Context: an optimization exercise on an open-source flow, tuned for small area. The choices shown serve that exercise and are no tape-out recipe. In this exercise RTL edits were held to simulation tests only and were not proved equivalent to the original. Power figures rest on the tool's default switching activity, not on a simulated workload.

Setup of run B:
==> module rf_hold, before the edit <==
module rf_hold (
    input  logic en,
    input  logic en_n,
    input  logic d,
    input  logic q,
    output logic y
);
    assign y = (en & d) | (en_n & q);
endmodule
==> module regfile_mp, before the edit <==
module regfile_mp #(
    parameter int XLEN     = 32,
    parameter int NREGS    = 32,
    parameter int NRD      = 2,
    parameter int BYPASS   = 1,
    parameter int ZERO_REG = 1,
    localparam int AW      = (NREGS > 1) ? $clog2(NREGS) : 1
) (
    input  logic                clk,
    input  logic                rst,
    input  logic                we,
    input  logic [AW-1:0]       wa,
    input  logic [XLEN-1:0]     wd,
    input  logic [NRD*AW-1:0]   ra,
    output logic [NRD*XLEN-1:0] rd,
    input  logic                busy_set,
    input  logic [AW-1:0]       busy_addr,
    output logic [NRD-1:0]      busy
);
    localparam int FIRST = (ZERO_REG != 0) ? 1 : 0;
    localparam int NR    = NREGS - FIRST;
    logic [XLEN-1:0]  regs [NREGS];
    logic [NREGS-1:0] pending;
    function automatic logic addr_valid(input logic [AW-1:0] a);
        addr_valid = ($unsigned(a) < NREGS) && !((ZERO_REG != 0) && (a == '0));
    endfunction
    logic [XLEN-1:0] wdg;
    assign wdg = wd & {XLEN{rst}};
    logic wr_ok, bs_ok;
    assign wr_ok = we && addr_valid(wa);
    assign bs_ok = busy_set && addr_valid(busy_addr);
    if (ZERO_REG != 0) begin : g_zero
        assign regs[0]    = '0;
        assign pending[0] = 1'b0;
    end
    for (genvar r = FIRST; r < NREGS; r++) begin : g_reg
        logic            wsel, bsel, en, en_n;
        logic [XLEN-1:0] q, dn;
        logic            p;
        assign wsel = wr_ok && (wa == AW'(r));
        assign bsel = bs_ok && (busy_addr == AW'(r));
        assign en   = !rst || wsel;
        assign en_n = !en;
        for (genvar b = 0; b < XLEN; b++) begin : g_bit
            rf_hold u_hold (.en(en), .en_n(en_n), .d(wdg[b]), .q(q[b]), .y(dn[b]));
        end
        always_ff @(posedge clk) begin
            q <= dn;
        end
        always_ff @(posedge clk) begin
            p <= rst && (bsel || (p && !wsel));
        end
        assign regs[r]    = q;
        assign pending[r] = p;
    end
    for (genvar g = 0; g < NRD; g++) begin : g_rd
        logic [AW-1:0]   a;
        logic            hit, hit_n;
        logic [7:0]      lo_n;
        logic [3:0]      hi_n;
        assign a     = ra[g*AW +: AW] & {AW{rst}};
        assign hit   = (BYPASS != 0) && we && addr_valid(a) && (wa == a);
        assign hit_n = !hit;
        for (genvar j = 0; j < 8; j++) begin : g_lo
            assign lo_n[j] = !(a[2:0] == 3'(j));
        end
        for (genvar j = 0; j < 4; j++) begin : g_hi
            assign hi_n[j] = !(a[4:3] == 2'(j));
        end
        for (genvar q = 0; q < XLEN / 16; q++) begin : g_grp
            logic [30:0] sel;
            rf_dec u_dec (.lo_n(lo_n), .hi_n(hi_n), .sel(sel));
            for (genvar b = 16 * q; b < 16 * q + 16; b++) begin : g_bit
                logic [30:0] dt;
                for (genvar t = 0; t < 31; t++) begin : g_t
                    assign dt[t] = regs[t + 1][b];
                end
                rf_rdbit #(.BYP(1)) u_rd (
                    .sel(sel), .d(dt), .byp(hit), .byp_n(hit_n), .bd(wd[b]),
                    .y(rd[g*XLEN + b])
                );
            end
            if (q == XLEN / 16 - 1) begin : g_busy
                rf_rdbit #(.BYP(0)) u_busy (
                    .sel(sel), .d(pending[31:1]), .byp(hit), .byp_n(hit_n), .bd(1'b0),
                    .y(busy[g])
                );
            end
        end
    end
endmodule
clock: 5.0 ns
lec_check: 0
cap_margin: 5
cell_pad_in_sites_detail_placement: 1
cell_pad_in_sites_global_placement: 1
core_margin: 2
core_utilization: 45
place_density: 0.55
setup_slack_margin: 0.15
slew_margin: 5
synth_hierarchical: 1
standard.sh (not shown) runs the stock make flow with config.mk's settings and CLKGATE_MAP_FILE= SYNTH_SCRIPT=/design/flow/synth_recipe.tcl, a recipe that flattens the netlist after the stock synthesis.
==> flow/flow/run.sh <==
#!/bin/bash
# Standard ORFS layout with two changes:
#  * ports are buffered with sky130_fd_sc_hd__buf_2 instead of the delay-cell buffer
#    that buffer_ports picks by default;
#  * CTS builds the tree from clkbuf_8 with sink clusters of at most 50 um and
#    inserts no dummy loads.
# The make output goes to make.log in the work folder; ORFS's per-step logs stay under orfs/logs.
set -euo pipefail
bash standard.sh \
  "BUFFER_PORTS_ARGS=-buffer_cell sky130_fd_sc_hd__buf_2" \
  "CTS_ARGS=-sink_clustering_enable -repair_clock_nets -dont_use_dummy_load -buf_list sky130_fd_sc_hd__clkbuf_8 -sink_clustering_size 30 -sink_clustering_max_diameter 50" \
  finish > make.log 2>&1
Setup changes, run B to run E
==> flow/design.v, changed modules only <==
module rf_hold (
    input  logic en,
    input  logic hold,
    input  logic d,
    input  logic q,
    output logic y
);
    assign y = (en & d) | (hold & q);
endmodule
module regfile_mp #(
    parameter int XLEN     = 32,
    parameter int NREGS    = 32,
    parameter int NRD      = 2,
    parameter int BYPASS   = 1,
    parameter int ZERO_REG = 1,
    localparam int AW      = (NREGS > 1) ? $clog2(NREGS) : 1
) (
    input  logic                clk,
    input  logic                rst,
    input  logic                we,
    input  logic [AW-1:0]       wa,
    input  logic [XLEN-1:0]     wd,
    input  logic [NRD*AW-1:0]   ra,
    output logic [NRD*XLEN-1:0] rd,
    input  logic                busy_set,
    input  logic [AW-1:0]       busy_addr,
    output logic [NRD-1:0]      busy
);
    localparam int FIRST = (ZERO_REG != 0) ? 1 : 0;
    localparam int NR    = NREGS - FIRST;
    logic [XLEN-1:0]  regs [NREGS];
    logic [NREGS-1:0] pending;
    function automatic logic addr_valid(input logic [AW-1:0] a);
        addr_valid = ($unsigned(a) < NREGS) && !((ZERO_REG != 0) && (a == '0));
    endfunction
    logic wr_ok, bs_ok;
    assign wr_ok = we && addr_valid(wa);
    assign bs_ok = busy_set && addr_valid(busy_addr);
    if (ZERO_REG != 0) begin : g_zero
        assign regs[0]    = '0;
        assign pending[0] = 1'b0;
    end
    for (genvar r = FIRST; r < NREGS; r++) begin : g_reg
        logic            wsel, bsel, en, hold;
        logic [XLEN-1:0] q, dn;
        logic            p;
        assign wsel = wr_ok && (wa == AW'(r));
        assign bsel = bs_ok && (busy_addr == AW'(r));
        assign en   = rst && wsel;
        assign hold = rst && !wsel;
        for (genvar b = 0; b < XLEN; b++) begin : g_bit
            rf_hold u_hold (.en(en), .hold(hold), .d(wd[b]), .q(q[b]), .y(dn[b]));
        end
        always_ff @(posedge clk) begin
            q <= dn;
        end
        always_ff @(posedge clk) begin
            p <= rst && (bsel || (p && !wsel));
        end
        assign regs[r]    = q;
        assign pending[r] = p;
    end
    for (genvar g = 0; g < NRD; g++) begin : g_rd
        logic [AW-1:0]   a;
        logic            hit, hit_n;
        logic [7:0]      lo_n;
        logic [3:0]      hi_n;
        assign a     = ra[g*AW +: AW] & {AW{rst}};
        assign hit   = (BYPASS != 0) && we && addr_valid(a) && (wa == a);
        assign hit_n = !hit;
        for (genvar j = 0; j < 8; j++) begin : g_lo
            assign lo_n[j] = !(a[2:0] == 3'(j));
        end
        for (genvar j = 0; j < 4; j++) begin : g_hi
            assign hi_n[j] = !(a[4:3] == 2'(j));
        end
        for (genvar q = 0; q < XLEN / 16; q++) begin : g_grp
            logic [30:0] sel;
            rf_dec u_dec (.lo_n(lo_n), .hi_n(hi_n), .sel(sel));
            for (genvar b = 16 * q; b < 16 * q + 16; b++) begin : g_bit
                logic [30:0] dt;
                for (genvar t = 0; t < 31; t++) begin : g_t
                    assign dt[t] = regs[t + 1][b];
                end
                rf_rdbit #(.BYP(1)) u_rd (
                    .sel(sel), .d(dt), .byp(hit), .byp_n(hit_n), .bd(wd[b]),
                    .y(rd[g*XLEN + b])
                );
            end
            if (q == XLEN / 16 - 1) begin : g_busy
                rf_rdbit #(.BYP(0)) u_busy (
                    .sel(sel), .d(pending[31:1]), .byp(hit), .byp_n(hit_n), .bd(1'b0),
                    .y(busy[g])
                );
            end
        end
    end
endmodule
--- outcome ---
In the reports for run E and run B, the larger post-layout worst setup margin belongs to run B.
Compared with run B, run E shows a power dissipated in sequential cells that is 12% lower.
In the reports for run E and run B, the larger routed wire length belongs to run E.
Between run E and run B, the clock network power is lower for run E.
Between run B and run E, the flow reports design area decreasing slightly.
From run B to run E the numbers moved as follows: relative slew slack -6.3 points, via count shrank by about 0.6%, floorplan die area closely matched the old numbers.
Delta(H-tree level count, run E - run B) < 0

==> re-timing with driven ports <==
The flow's constraints put no driver on any port. The routed layouts listed below were extracted and timed again, unchanged, in two steps. Step 1 sets driving cells, clkbuf_16 on the clock port and buf_2 on the other inputs (assumed; they add their load-dependent delay and slew). Step 2 adds t to the input delays and takes it off the output delays; t is the mean of the earliest and latest rising clock arrival at the registers after step 1. Input paths then give back, and output paths get back, about the clock's delay inside the block. Slacks: ideal ports / drivers / drivers and shift; pairs: ideal ports / drivers.
run | t (ns) | setup WS [ns] | clock arrival spread, ns | worst register clock-pin slew, ns | cell pins on the clock port's net
run B | 0.893 | 0.117 / -0.033 / -0.033 | 0.074 / 0.074 | 0.10 / 0.10 | 1
run E | 0.877 | 0.067 / -0.042 / -0.042 | 0.099 / 0.100 | 0.11 / 0.11 | 1
With both steps, setup timing fails in run B and run E, where it was met with ideal ports. For run B, which loses most, drivers alone change the setup slack by -0.150 ns; drivers and shift together by -0.150 ns.
